This is an optimization exercise on Yosys and OpenROAD, whose aim is small area and a short achievable clock period, not a production implementation. Function was checked by simulation only, so behaviour that the tests miss may differ from the original. Power and IR drop assume default switching activity.

<file path="design/flow/run.sh">
#!/bin/bash
# synth_recipe.tcl (not shown) runs the flow's synth.tcl, then flattens the netlist and writes it again
# the make line also repeats each setting of config.mk as NAME=value (left out here)
make -C /OpenROAD-flow-scripts/flow DESIGN_CONFIG=/design/flow/config.mk WORK_HOME=/design/flow/orfs CLKGATE_MAP_FILE= SYNTH_SCRIPT=/design/flow/synth_recipe.tcl finish
</file>
<file path="design/flow/config.mk">
export PLATFORM = sky130hd
export DESIGN_NAME = cmd_track_top
export DESIGN_NICKNAME = cmd_track_top
export VERILOG_FILES = /design/flow/design.v
export SDC_FILE = /design/flow/constraint.sdc
export NUM_CORES = 4
export LEC_CHECK = 0
export CAP_MARGIN = 20
export CORE_MARGIN = 2
export CORE_UTILIZATION = 40
export SLEW_MARGIN = 20
</file>
<file path="design/flow/constraint.sdc">
create_clock -name core_clock -period 11.5 [get_ports {clk}]
set_input_delay 2.3000 -clock core_clock [delete_from_list [all_inputs] [get_ports {clk}]]
set_output_delay 2.3000 -clock core_clock [all_outputs]
set_load 0.01 [all_outputs]
</file>
<file path="design/flow/design.v">
`timescale 1ns/1ps
package cmd_track_pkg;
   typedef struct packed
   {
      logic [8-1:0] tag;
   } cmd_issue_t;
   typedef struct packed
   {
      logic [$clog2(16)-1:0] slot;
   } cmd_cpl_t;
   typedef struct packed
   {
      logic [$clog2(16)-1:0] slot;
      logic [8-1:0]  tag;
      logic [16-1:0]   age;
   } cmd_timeout_t;
   typedef struct packed
   {
      logic                   we;
      logic [2-1:0] addr;
      logic [16-1:0]   wdata;
   } cmd_reg_req_t;
   typedef struct packed
   {
      logic                 en;
      logic [16-1:0] thresh;
   } cmd_cfg_t;
endpackage
`timescale 1ns/1ps
module nvme_cmp #(
   parameter max = 0,
   parameter count = 2,
   parameter width = 1,
   parameter id_width = 1
)
(
   input  logic [count*width-1:0]    data,
   input  logic [count*id_width-1:0] id,
   output logic [width-1:0]          dout,
   output logic [id_width-1:0]       dout_id
);
generate
   if (count > 2)
   begin : g_split
      localparam int half = count / 2;
      logic [width-1:0]    lo_val;
      logic [width-1:0]    hi_val;
      logic [id_width-1:0] lo_id;
      logic [id_width-1:0] hi_id;
      nvme_cmp #(.max(max), .count(half), .width(width), .id_width(id_width)) cmp_lo (
         .data    (data[half*width-1:0]),
         .id      (id[half*id_width-1:0]),
         .dout    (lo_val),
         .dout_id (lo_id)
      );
      nvme_cmp #(.max(max), .count(half), .width(width), .id_width(id_width)) cmp_hi (
         .data    (data[count*width-1:half*width]),
         .id      (id[count*id_width-1:half*id_width]),
         .dout    (hi_val),
         .dout_id (hi_id)
      );
      nvme_cmp #(.max(max), .count(2), .width(width), .id_width(id_width)) cmp_join (
         .data    ({hi_val, lo_val}),
         .id      ({hi_id, lo_id}),
         .dout    (dout),
         .dout_id (dout_id)
      );
   end
   else
   begin : g_pair
      logic [width-1:0] val0;
      logic [width-1:0] val1;
      logic             keep_lo;
      assign val0 = data[width-1:0];
      assign val1 = data[2*width-1:width];
      assign keep_lo = max ? (val0 >= val1) : (val0 <= val1);
      assign dout = keep_lo ? val0 : val1;
      assign dout_id = keep_lo ? id[id_width-1:0] : id[2*id_width-1:id_width];
   end
endgenerate
endmodule
`timescale 1ns/1ps
module cmd_track_cfg (
   input  logic                         clk,
   input  logic                         rst_n,
   input  cmd_track_pkg::cmd_reg_req_t  reg_req,
   input  logic [2-1:0]       reg_addr_rd,
   output logic [16-1:0]         reg_rdata,
   output cmd_track_pkg::cmd_cfg_t      cfg,
   input  logic                         to_fire
);
logic                 en_q;
logic [16-1:0] thresh_q;
logic [16-1:0] count_q;
logic                 wr_ctrl;
logic                 wr_thresh;
assign wr_ctrl = reg_req.we && (reg_req.addr == 2'd0);
assign wr_thresh = reg_req.we && (reg_req.addr == 2'd1);
always_ff @(posedge clk)
begin
   if (!rst_n)
   begin
      en_q <= 1'b0;
      thresh_q <= '0;
      count_q <= '0;
   end
   else
   begin
      if (wr_ctrl)
      begin
         en_q <= reg_req.wdata[0];
      end
      if (wr_thresh)
      begin
         thresh_q <= reg_req.wdata;
      end
      if (to_fire && (count_q != '1))
      begin
         count_q <= count_q + 1'b1;
      end
   end
end
always_comb
begin
   case (reg_addr_rd)
      2'd0:   reg_rdata = {{(16-1){1'b0}}, en_q};
      2'd1: reg_rdata = thresh_q;
      2'd2:  reg_rdata = count_q;
      default:         reg_rdata = '0;
   endcase
end
assign cfg.en = en_q;
assign cfg.thresh = thresh_q;
endmodule
`timescale 1ns/1ps
module cmd_slot_table (
   input  logic                          clk,
   input  logic                          rst_n,
   input  logic [16-1:0]          now,
   input  cmd_track_pkg::cmd_issue_t     issue,
   input  logic                          issue_valid,
   output logic                          issue_ready,
   output logic [$clog2(16)-1:0]        issue_slot,
   input  cmd_track_pkg::cmd_cpl_t       cpl,
   input  logic                          cpl_valid,
   output logic                          oldest_valid,
   output cmd_track_pkg::cmd_timeout_t   oldest,
   input  logic                          retire,
   input  logic [$clog2(16)-1:0]        retire_slot
);
logic [16-1:0]               busy_q;
logic [8-1:0]               tag_q [16];
logic [16-1:0]                stamp_q [16];
logic [16*$clog2(16)-1:0]   slot_ids;
logic [16*16-1:0]     age_vec;
logic                                free_min;
logic [16-1:0]                max_age;
logic [$clog2(16)-1:0]              max_slot;
logic                                issue_fire;
always_comb
begin
   for (int i = 0; i < 16; i++)
   begin
      slot_ids[i*$clog2(16) +: $clog2(16)] = i[$clog2(16)-1:0];
      age_vec[i*16 +: 16] = busy_q[i] ? (now - stamp_q[i]) : '0;
   end
end
nvme_cmp #(
   .max      (0),
   .count    (16),
   .width    (1),
   .id_width ($clog2(16))
) cmp_free (
   .data    (busy_q),
   .id      (slot_ids),
   .dout    (free_min),
   .dout_id (issue_slot)
);
nvme_cmp #(
   .max      (1),
   .count    (16),
   .width    (16),
   .id_width ($clog2(16))
) cmp_old (
   .data    (age_vec),
   .id      (slot_ids),
   .dout    (max_age),
   .dout_id (max_slot)
);
assign issue_ready = ~free_min;
assign issue_fire = issue_valid & issue_ready;
assign oldest_valid = |busy_q;
assign oldest.slot = max_slot;
assign oldest.tag = tag_q[max_slot];
assign oldest.age = max_age;
always_ff @(posedge clk)
begin
   if (!rst_n)
   begin
      busy_q <= '0;
   end
   else
   begin
      if (cpl_valid)
      begin
         busy_q[cpl.slot] <= 1'b0;
      end
      if (retire)
      begin
         busy_q[retire_slot] <= 1'b0;
      end
      if (issue_fire)
      begin
         busy_q[issue_slot] <= 1'b1;
      end
   end
end
always_ff @(posedge clk)
begin
   if (issue_fire)
   begin
      tag_q[issue_slot] <= issue.tag;
      stamp_q[issue_slot] <= now;
   end
end
endmodule
`timescale 1ns/1ps
module cmd_timeout_mon (
   input  logic                          clk,
   input  logic                          rst_n,
   input  cmd_track_pkg::cmd_cfg_t       cfg,
   output logic [16-1:0]          now,
   input  logic                          oldest_valid,
   input  cmd_track_pkg::cmd_timeout_t   oldest,
   input  cmd_track_pkg::cmd_cpl_t       cpl,
   input  logic                          cpl_valid,
   output logic                          retire,
   output logic [$clog2(16)-1:0]        retire_slot,
   output cmd_track_pkg::cmd_timeout_t   to,
   output logic                          to_valid,
   input  logic                          to_ready
);
logic [16-1:0]          now_q;
logic                          rec_valid_q;
cmd_track_pkg::cmd_timeout_t   rec_q;
logic                          to_valid_q;
cmd_track_pkg::cmd_timeout_t   to_q;
logic                          drop_new;
logic                          cpl_hit_rec;
logic                          fire;
assign drop_new = (cpl_valid && (cpl.slot == oldest.slot)) ||
                  (fire && (rec_q.slot == oldest.slot));
assign cpl_hit_rec = cpl_valid && (cpl.slot == rec_q.slot);
assign fire = cfg.en && rec_valid_q && (rec_q.age >= cfg.thresh) &&
              !to_valid_q && !cpl_hit_rec;
assign retire = fire;
assign retire_slot = rec_q.slot;
assign now = now_q;
assign to = to_q;
assign to_valid = to_valid_q;
always_ff @(posedge clk)
begin
   if (!rst_n)
   begin
      now_q <= '0;
      rec_valid_q <= 1'b0;
      to_valid_q <= 1'b0;
   end
   else
   begin
      now_q <= now_q + 1'b1;
      rec_valid_q <= oldest_valid && !drop_new;
      if (fire)
      begin
         to_valid_q <= 1'b1;
      end
      else if (to_ready)
      begin
         to_valid_q <= 1'b0;
      end
   end
end
always_ff @(posedge clk)
begin
   rec_q <= oldest;
   if (fire)
   begin
      to_q <= rec_q;
   end
end
endmodule
`timescale 1ns/1ps
module cmd_track_top (
   input  logic                          clk,
   input  logic                          rst_n,
   input  logic [8-1:0]         issue_tag,
   input  logic                          issue_valid,
   output logic                          issue_ready,
   output logic [$clog2(16)-1:0]        issue_slot,
   input  logic [$clog2(16)-1:0]        cpl_slot,
   input  logic                          cpl_valid,
   output logic [$clog2(16)-1:0]        to_slot,
   output logic [8-1:0]         to_tag,
   output logic [16-1:0]          to_age,
   output logic                          to_valid,
   input  logic                          to_ready,
   input  logic                          reg_we,
   input  logic [2-1:0]        reg_addr,
   input  logic [16-1:0]          reg_wdata,
   input  logic [2-1:0]        reg_addr_rd,
   output logic [16-1:0]          reg_rdata
);
cmd_track_pkg::cmd_issue_t     issue;
cmd_track_pkg::cmd_cpl_t       cpl;
cmd_track_pkg::cmd_timeout_t   to;
cmd_track_pkg::cmd_reg_req_t   reg_req;
assign issue.tag = issue_tag;
assign cpl.slot = cpl_slot;
assign to_slot = to.slot;
assign to_tag = to.tag;
assign to_age = to.age;
assign reg_req.we = reg_we;
assign reg_req.addr = reg_addr;
assign reg_req.wdata = reg_wdata;
logic [16-1:0]          now;
logic                          oldest_valid;
cmd_track_pkg::cmd_timeout_t   oldest;
logic                          retire;
logic [$clog2(16)-1:0]        retire_slot;
cmd_track_pkg::cmd_cfg_t       cfg;
logic                          to_fire;
assign to_fire = to_valid & to_ready;
cmd_slot_table u_table (
   .clk          (clk),
   .rst_n        (rst_n),
   .now          (now),
   .issue        (issue),
   .issue_valid  (issue_valid),
   .issue_ready  (issue_ready),
   .issue_slot   (issue_slot),
   .cpl          (cpl),
   .cpl_valid    (cpl_valid),
   .oldest_valid (oldest_valid),
   .oldest       (oldest),
   .retire       (retire),
   .retire_slot  (retire_slot)
);
cmd_timeout_mon u_mon (
   .clk          (clk),
   .rst_n        (rst_n),
   .cfg          (cfg),
   .now          (now),
   .oldest_valid (oldest_valid),
   .oldest       (oldest),
   .cpl          (cpl),
   .cpl_valid    (cpl_valid),
   .retire       (retire),
   .retire_slot  (retire_slot),
   .to           (to),
   .to_valid     (to_valid),
   .to_ready     (to_ready)
);
cmd_track_cfg u_cfg (
   .clk          (clk),
   .rst_n        (rst_n),
   .reg_req      (reg_req),
   .reg_addr_rd  (reg_addr_rd),
   .reg_rdata    (reg_rdata),
   .cfg          (cfg),
   .to_fire      (to_fire)
);
endmodule
</file>
==> impl.org <==
** Routing
- Violation count after the first detailed-routing iteration :: 2354
- Using the TritonRoute via totals, the vias-per-cell ratio works out to 5.56.
- Wire per inst :: 21.0 um
- DRC violation count after routing :: 0
- The pre-antenna-repair detailed-routing pass consisted of 6 iterations.
- Routed WL :: 118000 um
- In this run the remaining antenna-violating nets after routing total 0.
- Routed vias :: 31300

** Logic synthesis
- Of the post-synthesis cell area, the dominant cell type holds 31.9%.
- Flip-flop and latch count after synthesis :: 507
- Async set-reset flop share out of synthesis :: 0%
- Yosys attributes the largest share of cell area to sky130_fd_sc_hd__edfxtp_1 32%, sky130_fd_sc_hd__ha_1 16%, sky130_fd_sc_hd__dfxtp_1 4.9%.
- Dividing the synthesized area by the synthesized cell count gives 9.42 um^2.
- For this run, the number of Yosys warnings is 3.
- The number of different library cells used by synthesis comes to 91.
- Sequential cells were found to cover 36.8% of the synthesized design area.
- Post-synth top flop :: sky130_fd_sc_hd__edfxtp_1
- Counting instances in the post-synthesis netlist gives the leading cell types as 511 x sky130_fd_sc_hd__ha_1, 412 x sky130_fd_sc_hd__edfxtp_1, 385 x sky130_fd_sc_hd__inv_1.
- Most frequent cell after synthesis :: sky130_fd_sc_hd__ha_1
- The synthesized design spends more area on one cell type than any other, namely sky130_fd_sc_hd__edfxtp_1.
- Post-synthesis cell area :: 38800 um^2
- Syn Inst Count :: 4119
- Synthesis produced a netlist with a net count of 4684.
- Number of flops mapped to enable cells by yosys :: 412

** Clock tree
- The clock passes through at most 3 buffers.
- Cell at the root of the clock tree :: sky130_fd_sc_hd__clkbuf_16
- Number of clock buffers inserted by TritonCTS :: 58
- For the worst-skew pair, the clock arrives at the later sink with an insertion delay of 680 ps.
- TritonCTS clock tree :: done
- CTS sink count :: 507
- CTS built an H-tree with a depth of 2.
- For this design, the CTS-stage hold fixing added 0 buffers.
- Clock transition at the registers of the reported paths :: 70 ps

** GRT
- Global route total overflow :: 0
- Initial antenna violation count :: 3
- The first global-routing pass estimated 179000 um of wire.
- Entering global routing, the biggest net connects 68 pins.
- Global routing consumed, over all layers together, 23.4% of the routing resources.
- Number of global-route vias before repair :: 30200

** Timing
- The worst path uses 95.1% of the clock period.
- Between clock sinks in the finished design, the worst skew comes to 27.8 ps.
- At the pin with the least slew margin, the transition time is 938 ps.
- Number of hold violations in the final report :: 0
- The max-slew violation count came to 0.
- The tightest hold path in the finished design has a slack of 409 ps.
- Clock period minus worst slack :: 10940 ps
- In this run the tightest slew margin relative to its limit is 37.0%.
- For this run, the top clock speed supported by timing is 91.4 MHz.
- Setup violations remaining at the end of the flow were counted as 0.

** Critical path
- Cell type with the highest occurrence count on the critical path :: sky130_fd_sc_hd__ha_1
- Slowest cell on the critical path :: sky130_fd_sc_hd__or4_1
- STA puts the critical path data arrival time at 11490 ps.
- Worst setup SP type :: flip-flop
- The setup path with the least slack is of type reg -> reg.
- On the worst path, the slowest cell contributes a delay of 540 ps.
- The worst setup path is captured at a flip-flop.
- STA puts the critical path data required time at 12050 ps.
- Peak fanout along the critical path :: 12

** Floorplan
- After floorplanning, the core was divided into 114 placement rows.
- The total area inside the core boundary comes to 96400 um^2.
- During I/O placement, the number of pins put on the boundary was 88.
- For this configuration, the core starts out at a cell density of 40.3%.
- Die boundary height :: 316 um
- DIE WIDTH :: 316 um
- Die Footprint :: 99500 um^2

** Layout
- Share of cells above drive strength 1 :: 9.36%
- The number of antenna diodes in the final layout is 0.
- Net count, final :: 4872
- Layout-stage area growth over the synthesis result :: 14.3%
- With fillers left out, the area of the finished cells amounts to 44400 um^2.

** Placed design
- Final HPWL DP :: 89400 um
- Routability cong. :: 0.974
- The count of buffers added on input and output ports is 87.
- Cell area after placement :: 42100 um^2

** Power
- Power Total :: 9.69 mW
- Leakage power of the design :: 18.9 nW
- Power per Cell Area :: 218 nW/um^2
- Across the VDD grid, the largest voltage drop is 347 uV.

** Run status
- The run finished with no timing, DRC or antenna violations.

** Hold path
- The worst hold path belongs to the class reg -> reg.

** Job
- Max_cap viols :: 0
[final cells by class]
class / count / area, um^2
Sequential cell: 507 / 14300
Fill cell: 9369 / 52100
Inverter: 392 / 1480
Timing Repair Buffer: 231 / 2090
Clock buffer: 69 / 1560
Clock inverter: 41 / 442
Multi-Input combinational cell: 3117 / 22900
Tap cell: 1276 / 1600
[sequential cells by signal, indices dropped and copies added, names as in the netlist, 16 cells and up]
register,flops
u_table.stamp_q,256
u_table.tag_q,128
u_mon.rec_q,28
u_mon.to_q,28
u_cfg.count_q,16
u_cfg.thresh_q,16
u_mon.now_q,16
u_table.busy_q,16
[logic make-up (layout without fill, tap and decap cells)]
| kind of cell | count (synthesis) | count (layout) | synth area share, % |
|---|---|---|---|
| adder cells (fa/ha/maj) | 527 | 527 | 17.3 |
| AND/OR/NAND/NOR | 1237 | 1237 | 15.6 |
| multiplexers | 112 | 112 | 3.13 |
| AO/OA/AOI/OAI | 1023 | 1024 | 17.4 |
| flip-flops | 507 | 507 | 36.8 |
| XOR/XNOR | 217 | 217 | 4.90 |
| buffers and inverters | 496 | 733 | 4.86 |
[cells in the final DEF (no fill, tap or decap), drive strengths merged, types with 82 or more instances in the layout]
cell type	n
ha	511
edfxtp	412
inv	395
nand2	369
nor2	251
a21oi	246
o21ai	224
xnor2	156
buf	145
a21o	106
nand3	104
dfxtp	95
clkdlybuf4s50	86
and2	82
[repair_timing]
action | in CTS | in global routing
buffers inserted | 0 | 10
gates resized for setup | 0 | 51
hold endpoints to repair | 0 | 0
setup endpoints to repair | 0 | 14
[worst max-delay path, delay by kind of cell (launching register included)]
kind / cells / cell delay, ps
compound gates: 21 / 4510
simple gates: 14 / 2350
fa+ha+maj: 6 / 1900
buf+inv: 7 / 1200
mux: 2 / 540
flops: 1 / 330
[per-stage QoR]
stage               instances  utilization (%)  worst slack (ps)  TNS [ps]
floorplan                4119                -               284         0
global placement         5511             43.6               193         0
detailed placement       5511             43.6               191         0
CTS                      5621             45.7               115         0
global route             5633             46.0             -31.8     -45.3
finish                   5633             46.0               559         0
[power breakdown]
part	switching, mW	total, mW	internal (mW)
clock network	0.843	1.96	1.12
registers	0.0632	2.17	2.10
logic	3.29	5.56	2.27
[metal layers]
| layer | wire [um] | track usage, % | vias to the layer above | part of all wire (%) |
|---|---|---|---|---|
| li1 | - | - | 15300 | - |
| met1 | 52700 | 30.9 | 15000 | 45 |
| met2 | 53900 | 38.9 | 799 | 46 |
| met3 | 6830 | 3.33 | 201 | 5.8 |
| met4 | 4720 | 8.93 | 4 | 4.0 |
| met5 | 27 | 0 | - | 0.023 |
[final timing paths]
kind	from	endpoint	slack, ps	cells after the start
max	u_mon.now_q[0]$_SDFF_PN0_	u_mon.rec_q[16]$_DFF_P_	560	50
min	u_mon.rec_q[20]$_DFF_P_	u_mon.to_q[20]$_DFFE_PP_	410	0
max reg2reg	u_mon.now_q[0]$_SDFF_PN0_	u_mon.rec_q[16]$_DFF_P_	560	50
min reg2reg	u_mon.rec_q[20]$_DFF_P_	u_mon.to_q[20]$_DFFE_PP_	410	0

-- re-timing with driven ports --
No port has a modelled driver above. Below, the same layout with a new extraction and two added sets of constraints.
Step 1 sets driving cells, clkbuf_16 on the clock port and buf_2 on the other inputs (assumed; they add their load-dependent delay and slew).
Step 2, shift: input delay + t, output delay - t, t = (earliest + latest rising clock arrival at the registers) / 2. This alone moves slack from input paths to output paths.
a / b / c = ideal / step 1 / step 2; a / b = the first two.
t (ns): 0.742
setup WS [ns]: 0.559 / 0.559 / 0.559
hold slack, ns: 0.409 / 0.409 / 0.409
latest minus earliest clock arrival (ns): 0.028 / 0.028
slew at the worst register clock pin (ns): 0.07 / 0.07
After both steps this run still meets setup and hold. The setup slack of this run moves by 0.000 ns with the drivers and by 0.000 ns with both steps.
